From an optimization exercise on the open Yosys and OpenROAD flow, aimed at small area, a short achievable clock period and few clock cycles per item; shortcuts taken in it are not production practice.
Only simulation tests tie the RTL to the original design; equivalence was not proved.
The flow treats the clock pin as an ideal source. Dropping or thinning the clock tree relies on that and would not hold on a real chip.
Power is estimated from default activity; no workload was simulated.

### flow/clock_levels.tcl
set nroot 4
set block [ord::get_db_block]
set root [$block findInst clkbuf_0_clk]
if {$root ne "NULL"} {
  set clknet [[$root findITerm A] getNet]
  set rootnet [[$root findITerm X] getNet]
  # branch buffers: clock buffers on the root net that drive only clock buffers
  set mids {}
  foreach it [$rootnet getITerms] {
    set inst [$it getInst]
    if {[$inst getName] eq [$root getName]} { continue }
    if {![string match "sky130_fd_sc_hd__clkbuf_*" [[$inst getMaster] getName]]} { continue }
    set onet [[$inst findITerm X] getNet]
    set only_bufs 1
    foreach lt [$onet getITerms] {
      set li [$lt getInst]
      if {[$li getName] eq [$inst getName]} { continue }
      if {![string match "sky130_fd_sc_hd__clkbuf_*" [[$li getMaster] getName]]} { set only_bufs 0 }
    }
    if {$only_bufs} { lappend mids $inst }
  }
  foreach inst $mids {
    set onet [[$inst findITerm X] getNet]
    set loads {}
    foreach lt [$onet getITerms] {
      if {[[$lt getInst] getName] ne [$inst getName]} { lappend loads $lt }
    }
    foreach lt $loads {
      $lt disconnect
      $lt connect $rootnet
    }
    puts "clock_levels: removed [$inst getName], [llength $loads] leaf buffers now on [$rootnet getName]"
    [$inst findITerm A] disconnect
    [$inst findITerm X] disconnect
    odb::dbInst_destroy $inst
    odb::dbNet_destroy $onet
  }
  # split the root when it only drives leaf buffers, grouping the leaves by position
  set leaves {}
  set only_bufs 1
  foreach it [$rootnet getITerms] {
    set inst [$it getInst]
    if {[$inst getName] eq [$root getName]} { continue }
    if {![string match "sky130_fd_sc_hd__clkbuf_*" [[$inst getMaster] getName]]} { set only_bufs 0 }
    set loc [$inst getLocation]
    lappend leaves [list [lindex $loc 0] [lindex $loc 1] $it]
  }
  if {$only_bufs && [llength [$clknet getITerms]] == 1 && [llength $leaves] >= $nroot} {
    set leaves [lsort -integer -index 0 $leaves]
    set per [expr {int(ceil(double([llength $leaves]) / $nroot))}]
    set rloc [$root getLocation]
    set master [$root getMaster]
    for {set r 1} {$r < $nroot} {incr r} {
      set group [lrange $leaves [expr {$r * $per}] [expr {($r + 1) * $per - 1}]]
      if {[llength $group] == 0} { continue }
      set inst [odb::dbInst_create $block $master "clkbuf_0_clk_r$r"]
      set net [odb::dbNet_create $block "clknet_0_clk_r$r"]
      $net setSigType CLOCK
      [$inst findITerm A] connect $clknet
      [$inst findITerm X] connect $net
      set sx 0
      set sy 0
      foreach k $group {
        set sx [expr {$sx + [lindex $k 0]}]
        set sy [expr {$sy + [lindex $k 1]}]
        set lt [lindex $k 2]
        $lt disconnect
        $lt connect $net
      }
      set n [llength $group]
      $inst setLocation [expr {($sx / $n + [lindex $rloc 0]) / 2}] [expr {($sy / $n + [lindex $rloc 1]) / 2}]
      $inst setPlacementStatus PLACED
      puts "clock_levels: added [$inst getName] driving $n leaf buffers"
    }
    detailed_placement
  }
}
### design.v
package lz77_pkg;
  localparam int DATA_WD = 8;
  localparam int WIN_SIZE = 16;
  localparam int DST_WD = 5;
  localparam int LEN_MAX = 8;
  localparam int LEN_MIN = 3;
  localparam int NCAND = WIN_SIZE - LEN_MIN + 1;
  localparam int LEN_WD = 4;
  localparam int BLK_LEN_WD = 8;
endpackage
`timescale 1ns/1ns
import lz77_pkg::*;
module lz77_window (
  input  logic                  clk,
  input  logic                  rstn,
  input  logic                  start_i,
  input  logic [BLK_LEN_WD-1:0] cfg_len_i,
  input  logic [DATA_WD-1:0]    rd_dat_i,
  output logic                  rd_val_o,
  output logic [NCAND-1:0]      eq_o,
  output logic                  nv_o,
  output logic [DATA_WD-1:0]    lit_o
);
  logic                             rd_val_r;
  logic                             rd_out_r;
  logic [BLK_LEN_WD-1:0]            rem_r;
  logic [DST_WD-1:0]                cnt_r;
  logic [WIN_SIZE-1:0][DATA_WD-1:0] hist_r;
  logic [NCAND-1:0]                 vld_w;
  logic [NCAND-1:0]                 eq_w;
  logic [NCAND-1:0]                 eq_r;
  logic                             nv_r;
  logic [BLK_LEN_WD-1:0]            rem_dec_w;
  logic [DST_WD-1:0]                cnt_inc_w;
  always_ff @(posedge clk or negedge rstn) begin
    if (!rstn) begin
      rd_val_r <= 1'b0;
    end else begin
      rd_val_r <= start_i || (rd_val_r && rem_r > BLK_LEN_WD'(1));
    end
  end
  always_ff @(posedge clk or negedge rstn) begin
    if (!rstn) begin
      rd_out_r <= 1'b0;
    end else begin
      rd_out_r <= start_i || (rd_val_r && rem_r != BLK_LEN_WD'(1));
    end
  end
  always_comb begin
    logic low_zero;
    low_zero = 1'b1;
    for (int i = 0; i < BLK_LEN_WD; i++) begin
      rem_dec_w[i] = rem_r[i] ^ low_zero;
      low_zero     = low_zero & !rem_r[i];
    end
  end
  always_ff @(posedge clk) begin
    rem_r <= start_i ? cfg_len_i : rem_dec_w;
  end
  always_comb begin
    logic low_one;
    low_one = 1'b1;
    for (int i = 0; i < DST_WD; i++) begin
      cnt_inc_w[i] = cnt_r[i] ^ low_one;
      low_one      = low_one & cnt_r[i];
    end
  end
  always_ff @(posedge clk) begin
    if (start_i || (rd_val_r && rem_r == BLK_LEN_WD'(1))) begin
      cnt_r <= '0;
    end else if (rd_val_r && !cnt_r[DST_WD-1]) begin
      cnt_r <= cnt_inc_w;
    end
  end
  always_ff @(posedge clk) begin
    hist_r <= {hist_r[WIN_SIZE-2:0], rd_dat_i};
  end
  always_comb begin
    for (int j = 0; j < NCAND; j++) begin
      vld_w[j] = (cnt_r > DST_WD'(j + LEN_MIN - 1));
      eq_w[j]  = vld_w[j] && (rd_dat_i == hist_r[j + LEN_MIN - 1]);
    end
  end
  always_ff @(posedge clk) begin
    eq_r <= eq_w;
  end
  always_ff @(posedge clk or negedge rstn) begin
    if (!rstn) begin
      nv_r <= 1'b0;
    end else begin
      nv_r <= rd_val_r;
    end
  end
  assign rd_val_o = rd_out_r;
  assign eq_o     = eq_r;
  assign nv_o     = nv_r;
  assign lit_o    = hist_r[2];
endmodule
`timescale 1ns/1ns
import lz77_pkg::*;
module lz77_match_search (
  input  logic                clk,
  input  logic                rstn,
  input  logic [NCAND-1:0]    eq_i,
  input  logic                nv_i,
  output logic                tok_lit_o,
  output logic                tok_mat_o,
  output logic                tok_lst_o,
  output logic [LEN_WD-1:0]   mat_len_o,
  output logic [DST_WD-1:0]   mat_dst_o
);
  logic [LEN_WD-1:0]   step_r;
  logic [NCAND-1:0]    p1_r;
  logic [NCAND-1:0]    p2_r;
  logic                near_r;
  logic                nv1_r;
  logic                st2_w;
  logic                stm_w;
  logic [NCAND-1:0]    next_w;
  logic [NCAND-1:0]    ext_w;
  logic [NCAND-1:0]    pair_w;
  logic                any_w;
  logic                lst_w;
  logic                take_w;
  logic [DST_WD-1:0]   prio_dst_w;
  assign st2_w = (step_r == LEN_WD'(2));
  assign stm_w = (step_r >= LEN_WD'(LEN_MIN));
  always_comb begin
    for (int j = 0; j < NCAND; j++) begin
      next_w[j] = (step_r == LEN_WD'(j + LEN_MIN - 1)) && (j + LEN_MIN <= LEN_MAX);
    end
  end
  assign ext_w  = p2_r & eq_i;
  assign pair_w = p1_r & eq_i;
  assign any_w  = (|ext_w) && !step_r[LEN_WD-1];
  always_comb begin
    prio_dst_w = '0;
    for (int j = NCAND - 1; j >= 0; j--) begin
      if (p2_r[j]) begin
        prio_dst_w = DST_WD'(j + LEN_MIN);
      end
    end
    if (near_r) begin
      prio_dst_w = DST_WD'(step_r);
    end
  end
  assign tok_lit_o = st2_w && !any_w;
  assign tok_mat_o = stm_w && !any_w;
  assign lst_w     = st2_w ? !nv1_r : !nv_i;
  assign tok_lst_o = lst_w;
  assign mat_len_o = step_r;
  assign mat_dst_o = prio_dst_w;
  always_ff @(posedge clk or negedge rstn) begin
    if (!rstn) begin
      step_r <= '0;
    end else begin
      case (step_r)
        LEN_WD'(0): if (nv_i) step_r <= LEN_WD'(1);
        LEN_WD'(1): step_r <= LEN_WD'(2);
        LEN_WD'(2): if (any_w) step_r <= LEN_WD'(3);
                    else if (lst_w) step_r <= LEN_WD'(0);
        LEN_WD'(3): if (any_w) step_r <= LEN_WD'(4);
                    else step_r <= lst_w ? LEN_WD'(0) : LEN_WD'(1);
        LEN_WD'(4): if (any_w) step_r <= LEN_WD'(5);
                    else step_r <= lst_w ? LEN_WD'(0) : LEN_WD'(1);
        LEN_WD'(5): if (any_w) step_r <= LEN_WD'(6);
                    else step_r <= lst_w ? LEN_WD'(0) : LEN_WD'(1);
        LEN_WD'(6): if (any_w) step_r <= LEN_WD'(7);
                    else step_r <= lst_w ? LEN_WD'(0) : LEN_WD'(1);
        LEN_WD'(7): if (any_w) step_r <= LEN_WD'(8);
                    else step_r <= lst_w ? LEN_WD'(0) : LEN_WD'(1);
        default:    step_r <= lst_w ? LEN_WD'(0) : LEN_WD'(1);
      endcase
    end
  end
  assign take_w = stm_w || (st2_w && any_w);
  always_ff @(posedge clk) begin
    nv1_r  <= nv_i;
    p1_r   <= eq_i;
    p2_r   <= eq_i & (take_w ? (p2_r & ~next_w) : p1_r);
    near_r <= |(ext_w & next_w);
  end
endmodule
`timescale 1ns/1ns
import lz77_pkg::*;
module lz77_token_out (
  input  logic                  clk,
  input  logic                  rstn,
  input  logic                  tok_lit_i,
  input  logic                  tok_mat_i,
  input  logic                  tok_lst_i,
  input  logic [DATA_WD-1:0]    lit_i,
  input  logic [LEN_WD-1:0]     mat_len_i,
  input  logic [DST_WD-1:0]     mat_dst_i,
  output logic                  val_o,
  output logic                  flg_lit_o,
  output logic [DATA_WD-1:0]    dat_lit_o,
  output logic [LEN_WD-1:0]     dat_len_o,
  output logic [DST_WD-1:0]     dat_dst_o,
  output logic                  flg_lst_o,
  output logic                  done_o
);
  logic               val_r;
  logic               lit_r;
  logic [DATA_WD-1:0] dat_r;
  logic [LEN_WD-1:0]  len_r;
  logic [DST_WD-1:0]  dst_r;
  logic               lst_r;
  logic               done_r;
  logic               tok_w;
  assign tok_w = tok_lit_i || tok_mat_i;
  always_ff @(posedge clk or negedge rstn) begin
    if (!rstn) begin
      val_r  <= 1'b0;
      lit_r  <= 1'b0;
      dat_r  <= '0;
      len_r  <= '0;
      dst_r  <= '0;
      lst_r  <= 1'b0;
      done_r <= 1'b0;
    end else begin
      val_r  <= tok_w;
      lit_r  <= tok_lit_i;
      dat_r  <= tok_lit_i ? lit_i : '0;
      len_r  <= tok_lit_i ? LEN_WD'(1) : (tok_mat_i ? mat_len_i : '0);
      dst_r  <= tok_mat_i ? mat_dst_i : '0;
      lst_r  <= tok_w && tok_lst_i;
      done_r <= lst_r;
    end
  end
  assign val_o     = val_r;
  assign flg_lit_o = lit_r;
  assign dat_lit_o = dat_r;
  assign dat_len_o = len_r;
  assign dat_dst_o = dst_r;
  assign flg_lst_o = lst_r;
  assign done_o    = done_r;
endmodule
`timescale 1ns/1ns
import lz77_pkg::*;
module lz77_top (
  input  logic                  clk,
  input  logic                  rstn,
  input  logic                  start_i,
  input  logic [BLK_LEN_WD-1:0] cfg_len_i,
  input  logic [DATA_WD-1:0]    rd_dat_i,
  output logic                  rd_val_o,
  output logic                  val_o,
  output logic                  flg_lit_o,
  output logic [DATA_WD-1:0]    dat_lit_o,
  output logic [LEN_WD-1:0]     dat_len_o,
  output logic [DST_WD-1:0]     dat_dst_o,
  output logic                  flg_lst_o,
  output logic                  done_o
);
  logic [NCAND-1:0]    eq;
  logic                nv;
  logic [DATA_WD-1:0]  lit;
  logic                tok_lit;
  logic                tok_mat;
  logic                tok_lst;
  logic [LEN_WD-1:0]   mat_len;
  logic [DST_WD-1:0]   mat_dst;
  lz77_window u_window (
    .clk       (clk),
    .rstn      (rstn),
    .start_i   (start_i),
    .cfg_len_i (cfg_len_i),
    .rd_dat_i  (rd_dat_i),
    .rd_val_o  (rd_val_o),
    .eq_o      (eq),
    .nv_o      (nv),
    .lit_o     (lit)
  );
  lz77_match_search u_match_search (
    .clk       (clk),
    .rstn      (rstn),
    .eq_i      (eq),
    .nv_i      (nv),
    .tok_lit_o (tok_lit),
    .tok_mat_o (tok_mat),
    .tok_lst_o (tok_lst),
    .mat_len_o (mat_len),
    .mat_dst_o (mat_dst)
  );
  lz77_token_out u_token_out (
    .clk       (clk),
    .rstn      (rstn),
    .tok_lit_i (tok_lit),
    .tok_mat_i (tok_mat),
    .tok_lst_i (tok_lst),
    .lit_i     (lit),
    .mat_len_i (mat_len),
    .mat_dst_i (mat_dst),
    .val_o     (val_o),
    .flg_lit_o (flg_lit_o),
    .dat_lit_o (dat_lit_o),
    .dat_len_o (dat_len_o),
    .dat_dst_o (dat_dst_o),
    .flg_lst_o (flg_lst_o),
    .done_o    (done_o)
  );
endmodule
### constraint.sdc
create_clock -name core_clock -period 8.0 [get_ports {clk}]
set_input_delay 1.6000 -clock core_clock [delete_from_list [all_inputs] [get_ports {clk}]]
set_output_delay 1.6000 -clock core_clock [all_outputs]
set_load 0.01 [all_outputs]
### flow/run.sh
#!/bin/bash
# The standard layout with a tighter timing-repair target, small port buffers, no dummy
# clock loads and a two-level clock tree with four roots (flow/clock_levels.tcl, run before global
# routing);
# the clock period and constraints are the design's. ORFS keeps each step's log under orfs/logs.
set -euo pipefail
bash standard.sh SETUP_SLACK_MARGIN=5.58 "BUFFER_PORTS_ARGS=-buffer_cell sky130_fd_sc_hd__buf_2" \
  "CTS_ARGS=-sink_clustering_enable -repair_clock_nets -sink_clustering_size 30 -sink_clustering_max_diameter 80 -buf_list sky130_fd_sc_hd__clkbuf_16 -dont_use_dummy_load" \
  "PRE_GLOBAL_ROUTE_TCL=$PWD/flow/clock_levels.tcl" \
  finish > standard.log 2>&1
### config.mk
export PLATFORM = sky130hd
export DESIGN_NAME = lz77_top
export DESIGN_NICKNAME = lz77_top
export VERILOG_FILES = /design/flow/design.v
export SDC_FILE = /design/flow/constraint.sdc
export NUM_CORES = 4
export LEC_CHECK = 0
export CAP_MARGIN = 20
export CORE_MARGIN = 2
export CORE_UTILIZATION = 40
export CTS_BUF_LIST = sky130_fd_sc_hd__clkbuf_16
export CTS_CLUSTER_DIAMETER = 80
export CTS_CLUSTER_SIZE = 30
export SETUP_SLACK_MARGIN = 5
export SLEW_MARGIN = 20
### standard.sh
#!/bin/bash
# synth_recipe.tcl (not shown) runs the flow's synth.tcl, then flattens the netlist and writes it again
# the make line also repeats each setting of config.mk as NAME=value (left out here)
make -C /OpenROAD-flow-scripts/flow DESIGN_CONFIG=/design/flow/config.mk WORK_HOME=/design/flow/orfs CLKGATE_MAP_FILE= SYNTH_SCRIPT=/design/flow/synth_recipe.tcl "${@:-finish}"
==> results of run 1 <==
[stage by stage]
| step | setup WS [ns] | area (um2) | utilization (%) | power [mW] | cells |
|---|---|---|---|---|---|
| after global placement | 4.963 | 7453 | 43.09 | 1.450 | 843 |
| after CTS | 5.407 | 7751 | 44.81 | 2.012 | 855 |
| final | 5.574 | 7865 | 45.47 | 2.011 | 856 |
| after global routing | 5.545 | 7865 | 45.47 | 2.104 | 856 |
| after floorplan | 5.344 | 7187 | - | 1.394 | 604 |
| after detailed placement | 4.964 | 7453 | 43.09 | 1.453 | 843 |
[cell families (layout without fill, tap and decap cells)]
family	after synthesis	in the layout	synth area share (%)
flops	213	213	62.28
fa+ha+maj	11	11	1.946
compound gates	58	58	5.733
mux	16	16	2.335
buf+inv	45	72	2.760
xor+xnor	115	115	14.24
simple gates	146	146	10.70
[power by group]
part	switching (mW)	internal (mW)	total, mW
sequential	0.0458	1.13	1.18
clock	0.303	0.271	0.573
combinational	0.143	0.120	0.263
[sequential cells by signal (all words and copies together) (netlist names), 4 cells and up]
name and flops:
u_match_search.step_r 4, u_window.cnt_r 5, u_token_out.len_r 4, u_match_search.p1_r 14, u_match_search.p2_r 14, u_token_out.dat_r 8, u_window.rem_r 8, u_token_out.dst_r 5
u_window.hist_r 128, u_window.eq_r 14
[layout make-up]
| cell class | instances | area [um2] | share of cell area [%] |
|---|---|---|---|
| Multi-Input combinational cell | 346 | 2501 | 31.80 |
| Timing Repair Buffer | 41 | 305.3 | 3.882 |
| Clock buffer | 9 | 225.2 | 2.864 |
| Inverter | 19 | 72.57 | 0.9227 |
| Buffer | 3 | 75.07 | 0.9545 |
| Sequential cell | 213 | 4404 | 56.00 |
| Tap cell | 225 | 281.5 | 3.579 |
[cell usage in the layout (no fill, tap or decap), drive strengths merged, types with 2 or more instances in the layout]
master,instances
a21o,2
xor2,21
dfrtp,28
mux2i,15
clkbuf,12
nor2,26
o22ai,2
buf,41
o21ai,14
dfxtp,185
o311ai,2
a211oi,6
ha,11
and2,9
xnor2,94
and3,2
nand4,25
nor4,10
or4,2
a22oi,3
nand3,9
nand2,41
a31oi,3
nor3,11
inv,18
a21oi,15
or3,2
nand2b,3
o31ai,2
[per-layer routing]
metal / wire [um] / share of wire [%]
met5: 0 / 0
met4: 258 / 2.0
met3: 363 / 2.8
met2: 5915 / 46
met1: 6385 / 49
[worst max path at each step]
stage,endpoint,startpoint,slack [ns],cells after the start
2_1_floorplan,u_window.eq_r[9]$_DFF_P_,rd_dat_i[6],5.34,4
3_3_place_gp,u_window.eq_r[9]$_DFF_P_,rd_dat_i[4],4.96,5
3_5_place_dp,u_window.eq_r[9]$_DFF_P_,rd_dat_i[4],4.96,5
4_1_cts,dat_len_o[2],u_token_out.len_r[2]$_DFF_PN0_,5.41,1
5_1_grt,dat_len_o[2],u_token_out.len_r[2]$_DFF_PN0_,5.55,1
6_report,dat_lit_o[0],u_token_out.dat_r[0]$_DFF_PN0_,5.57,1
[what timing repair did]
| item | in CTS | in global routing |
|---|---|---|
| resized for setup | 6 | 19 |
| buffers inserted | 1 | 0 |
| pin swaps | 0 | 1 |
| hold buffers | 0 | 0 |
| endpoints found under the setup margin | 23 | 17 |
==> metrics.yaml, run 1 <==
global_routing:
  grt_max_degree: 31
  antenna_found_initial: 0
  grt.overflow.total: 0
  use_met3_pct: 2.593
  use_met2_pct: 24.30
  grtUsageMet1_pct: 19.56
  busiest_layer: "met2"
  gr-usage-all-layers_pct: 14.80
  grt_pass1_vias: 4256
  grt_pass1_wl_mm: 21.55
pwr:
  leakagePower_nw: 3.149
  vdd_drop_max_mv: 0.1984
  p_per_area_nw_per_um2: 255.7
sta:
  fmax_mhz: 412.2
  totalNegativeSetupSlack_ns: 0
  grt_setup_unrepaired: "yes"
  slew_headroom_pct: 53.12
  worst_slew_pin_slew_ns: 0.6938
  slew_viol_final: 0
  fin_crit_ns: 2.426
  hold_slack_ns: 0.3358
  fin_crit_sh_pct: 30.33
  hold_viol: 0
  finClkSkew_ns: 0.04265
  setup_viol: 0
worst_setup_path:
  path_cells: "buf_2"
  criticalPathCategory: "reg2out"
  r2r_end: "u_match_search.p2_r[13]$_DFF_P_"
  cp_top_family: "flip-flops"
  slowest_delay_ns: 0.38
  end_kind: "output port"
  critical_path_peak_fanout: 1
  rrSetupSlack_ns: 5.92
  required_ns: 6.40
  slowest_stage: "dfrtp_1"
  r2r_start: "u_match_search.step_r[3]$_DFFE_PN0P_"
  worst-path-buf-inv: 1
  worst_r2r_path_depth: 3
  worstPathArrival_ns: 0.83
  critPathLaunchType: "flop"
routing:
  wl_mm: 12.92
  via_count: 4067
  vias_per_cell: 4.751
  initialDrtViolationCount: 167
  drc: 0
  ant_nets: 0
  drt-pass1-iter-count: 4
  wl_per_cell_um: 15.10
synthesis:
  yosysMostFrequentCell: "dfxtp_1"
  yosysWarnings: 3
  synthCells: 604
  synth-edff-count: 0
  seq_area_frac_synth_pct: 62.28
  netlist_area_um2: 7072
  async_reset_ff_share_pct: 13.15
  post-synth-top-area-cell: "dfxtp_1"
  synth.area.top_cells: "dfxtp_1 52%, xnor2_1 12%, dfrtp_1 9.9%"
  synth_commonest_cells: "185 x dfxtp_1, 94 x xnor2_1, 41 x nand2_1"
  synth_top_area_share_pct: 52.37
  synth-main-ff-cell: "dfxtp_1"
  synth_area_per_cell_um2: 11.71
  synthDistinctLibCells: 51
  yosys_register_bits: 213
  syn_nets: 634
place:
  gp_congestion: 0.7904
  dp_hpwl_mm: 9.383
  port_buffers: 40
floorplanning:
  ioPinCount: 41
  dieHeight_um: 137.0
  dieArea_um2: 18760
  fp.dieW_um: 137.0
  coreArea_um2: 17300
  num_rows: 48
  initial_utilization_pct: 40.89
final_layout:
  area_growth_pct: 11.22
  diodes: 0
  nets: 663
  final_layout_size_suffix_gt1_share_pct: 10.46
  fillers: 1614
min_path:
  min_from: "u_window.hist_r[14]$_DFF_P_"
  hold_path_class: "reg2reg"
  min_path_cells: 0
  holdPathEnd: "u_window.hist_r[22]$_DFF_P_"
clock_network:
  insertion_delay_ns: 0.31
  cts_sinks: 213
  clk_pin_slew_worst_paths_ns: 0.10
run_status:
  outcome: "complete, no violations"
job:
  cap_violations: 0
Testbench counts, summed over its fixed seeds: cycles 41,294, bytes 39,715.
==> inputs of run 2 (changes only) <==
==> flow/run.sh (replaced) <==
#!/bin/bash
# The standard layout with a tighter timing-repair target, small port buffers, no dummy
# clock loads and a two-level clock tree with two roots (flow/clock_levels.tcl, run before global
# routing);
# the clock period and constraints are the design's. ORFS keeps each step's log under orfs/logs.
set -euo pipefail
bash standard.sh SETUP_SLACK_MARGIN=5.55 "BUFFER_PORTS_ARGS=-buffer_cell sky130_fd_sc_hd__buf_2" \
  "CTS_ARGS=-sink_clustering_enable -repair_clock_nets -sink_clustering_size 30 -sink_clustering_max_diameter 80 -buf_list sky130_fd_sc_hd__clkbuf_16 -dont_use_dummy_load" \
  "PRE_GLOBAL_ROUTE_TCL=$PWD/flow/clock_levels.tcl" \
  finish > standard.log 2>&1
--- a/flow/clock_levels.tcl
+++ b/flow/clock_levels.tcl
@@ -1,4 +1,9 @@
-set nroot 4
+# Sourced by ORFS before global routing (PRE_GLOBAL_ROUTE_TCL). The clock tree CTS builds for
+# this small design is root buffer -> two branch buffers -> leaf buffers -> flip-flops. This
+# drops the branch level and splits the root: the clock port drives two root buffers, each
+# driving half of the leaf buffers. Every
+# register keeps the same number of buffers on its clock path and the tree stays balanced.
+set nroot 2
 set block [ord::get_db_block]
 set root [$block findInst clkbuf_0_clk]
 if {$root ne "NULL"} {
==> run 2 against run 1 <==
  * Still clean
  * Core utilization fell by 0.35 points
  * Sequential share of layout area increased by 0.44 points
  * Synthesized cell count unchanged
  * Non-clock buffer count shrank 3
  * Area after synthesis is the same
  * Count of clock-buffer cells in the layout did not move
  * Largest power group unchanged
==> metrics.yaml, run 2 <==
final_layout:
  area_growth_pct: 10.35
  diodes: 0
  final_layout_size_suffix_gt1_share_pct: 10.03
  layout_common_cells: "185 x dfxtp_1, 91 x xnor2_1, 41 x nand2_1"
  utilization_pct: 45.12
  largest_reg_flops: 128
  fin_area_um2: 7804
  nets: 660
  fillers: 1630
  layout_commonest_cell: "dfxtp_1"
  regMostFlops: "u_window.hist_r"
routing:
  wl_mm: 12.75
  vias_per_cell: 4.764
  wl_per_cell_um: 14.94
  drc: 0
  ant_nets: 0
  initialDrtViolationCount: 214
  drt-pass1-iter-count: 4
  via_count: 4064
floorplanning:
  fp.dieW_um: 137.0
  num_rows: 48
  dieArea_um2: 18760
  ioPinCount: 41
  coreArea_um2: 17300
  initial_utilization_pct: 40.89
  dieHeight_um: 137.0
worst_setup_path:
  worstPathArrival_ns: 0.85
  required_ns: 6.40
  worst-path-buf-inv: 1
  criticalPathCategory: "reg2out"
  cp_top_family: "flip-flops"
  critical_path_peak_fanout: 2
  critPathLaunchType: "flop"
  end_kind: "output port"
  slowest_stage: "dfrtp_1"
  slowest_delay_ns: 0.39
  path_cells: "buf_2"
sta:
  totalNegativeSetupSlack_ns: 0
  slew_viol_final: 0
  finClkSkew_ns: 0.05726
  grt_setup_unrepaired: "yes"
  setup_viol: 0
  fmax_mhz: 408.9
  worst_slew_pin_slew_ns: 0.6699
  slew_headroom_pct: 54.73
  fin_crit_sh_pct: 30.57
  hold_viol: 0
  fin_crit_ns: 2.446
global_routing:
  grt_pass1_vias: 4197
  busiest_layer: "met2"
  grtUsageMet1_pct: 20.11
  antenna_found_initial: 0
  grt_max_degree: 31
  grt.overflow.total: 0
  grt_pass1_wl_mm: 21.47
  use_met2_pct: 23.02
  gr-usage-all-layers_pct: 14.56
  use_met3_pct: 2.444
clock_network:
  cts_sinks: 213
  insertion_delay_ns: 0.33
  clk_pin_slew_worst_paths_ns: 0.10
synthesis:
  synth-edff-count: 0
  synth-main-ff-cell: "dfxtp_1"
  yosys_register_bits: 213
  synth_top_area_share_pct: 52.37
  synth_commonest_cells: "185 x dfxtp_1, 94 x xnor2_1, 41 x nand2_1"
  yosysMostFrequentCell: "dfxtp_1"
  synth.area.top_cells: "dfxtp_1 52%, xnor2_1 12%, dfrtp_1 9.9%"
  synthCells: 604
  seq_area_frac_synth_pct: 62.28
  synthDistinctLibCells: 51
  yosysWarnings: 3
  async_reset_ff_share_pct: 13.15
  netlist_area_um2: 7072
  synth_area_per_cell_um2: 11.71
  syn_nets: 634
  post-synth-top-area-cell: "dfxtp_1"
min_path:
  hold_path_class: "reg2reg"
pwr:
  vdd_drop_max_mv: 0.1353
  finalPower_mw: 1.966
  p_per_area_nw_per_um2: 251.9
  leakagePower_nw: 3.116
place:
  placed_cell_area_um2: 7453
  dp_hpwl_mm: 9.228
  port_buffers: 40
  gp_congestion: 0.7932
job:
  cap_violations: 0
run_status:
  outcome: "complete, no violations"
run 2: changes by cell type in the layout (fill, tap and decap cells not counted):
| cell | change |
|---|---|
| clkbuf_16 | -2 |
| buf_4 | -1 |
| buf_6 | +1 |
| buf_8 | +2 |
| buf_2 | -1 |
| buf_12 | -2 |
run 2: final cells by class:
class	count	area, um2	share of cell area [%]
plain buffers	1	25.02	0.3207
clock buffers	9	225.2	2.886
inverters	19	72.57	0.9299
multi-input cells	346	2501	32.05
flip-flops and latches	213	4404	56.44
well taps	225	281.5	3.608
repair buffers	40	294.0	3.768
run 2: layer usage:
metal  part of all wire, %  vias up
li1                      -     2061
met1                    50     1915
met2                    44       68
met3                   3.3       20
met4                   2.4        0
met5                     0        -
run 2: where the power goes:
part / leakage [nW] / switching (mW) / internal (mW)
sequential: 1.90 / 0.0476 / 1.13
clock: 0.123 / 0.297 / 0.227
combinational: 1.09 / 0.143 / 0.122
run 2: cells by family after synthesis:
| family | share of synthesized area [%] |
|---|---|
| flops | 62.28 |
| simple gates | 10.70 |
| xor+xnor | 14.24 |
| compound gates | 5.733 |
| buf+inv | 2.760 |
| mux | 2.335 |
| fa+ha+maj | 1.946 |
run 2: path summary, 6_finish.rpt:
| check | startpoint | to | slack, ns | cells after the start |
|---|---|---|---|---|
| setup / recovery | u_token_out.lst_r$_DFF_PN0_ | flg_lst_o | 5.55 | 1 |
| hold / removal | u_window.hist_r[11]$_DFF_P_ | u_window.hist_r[19]$_DFF_P_ | 0.29 | 0 |
| setup reg to reg | u_match_search.step_r[3]$_DFFE_PN0P_ | u_token_out.dat_r[6]$_DFF_PN0_ | 5.88 | 4 |
| hold reg to reg | u_window.hist_r[11]$_DFF_P_ | u_window.hist_r[19]$_DFF_P_ | 0.29 | 0 |
| max in group asynchronous | rstn | u_token_out.dat_r[6]$_DFF_PN0_ | 6.20 | 1 |
| min in group asynchronous | rstn | u_match_search.step_r[3]$_DFFE_PN0P_ | 1.30 | 1 |
run 2: through the flow:
step           hold WS [ns]  setup slack, ns  std cells
3_3_place_gp         0.3121            5.010        843
5_1_grt              0.2800            5.505        853
4_1_cts              0.2912            5.396        854
3_5_place_dp         0.3121            4.970        843
2_1_floorplan        0.3096            5.344        604
6_report             0.2921            5.554        853
run 2: timing repair:
action,in CTS,in global routing
setup buffers,0,0
setup endpoints to repair,23,21
gates cloned,0,0
gates resized for setup,5,20
hold buffers,0,0

## static timing again, ports no longer ideal
Ports are ideal in the flow. The routed layouts listed here were re-timed in OpenROAD.
Step 1: set_driving_cell puts a clkbuf_16 on clk and a buf_2 on each other input, an assumption about the parent block.
Step 2 also shifts input and output timing later by t, the mid clock arrival at the registers, as if the neighbouring blocks saw the same clock.
Three values: ideal ports, drivers, drivers and shift; two values: the first two.
run | t (ns) | setup slack, ns | worst setup path at the end | worst register clock-pin slew, ns | worst slew at a driven data input, ns
run 1 | 0.362 | 5.574 / 5.501 / 5.326 | input to register | 0.11 / 0.11 | 0.06
run 2 | 0.355 | 5.554 / 5.502 / 5.227 | input to register | 0.11 / 0.11 | 0.06
After both steps setup and hold are still met in every run listed. The setup slack of run 2, which loses most, moves by -0.052 ns with the drivers and by -0.327 ns with both steps.
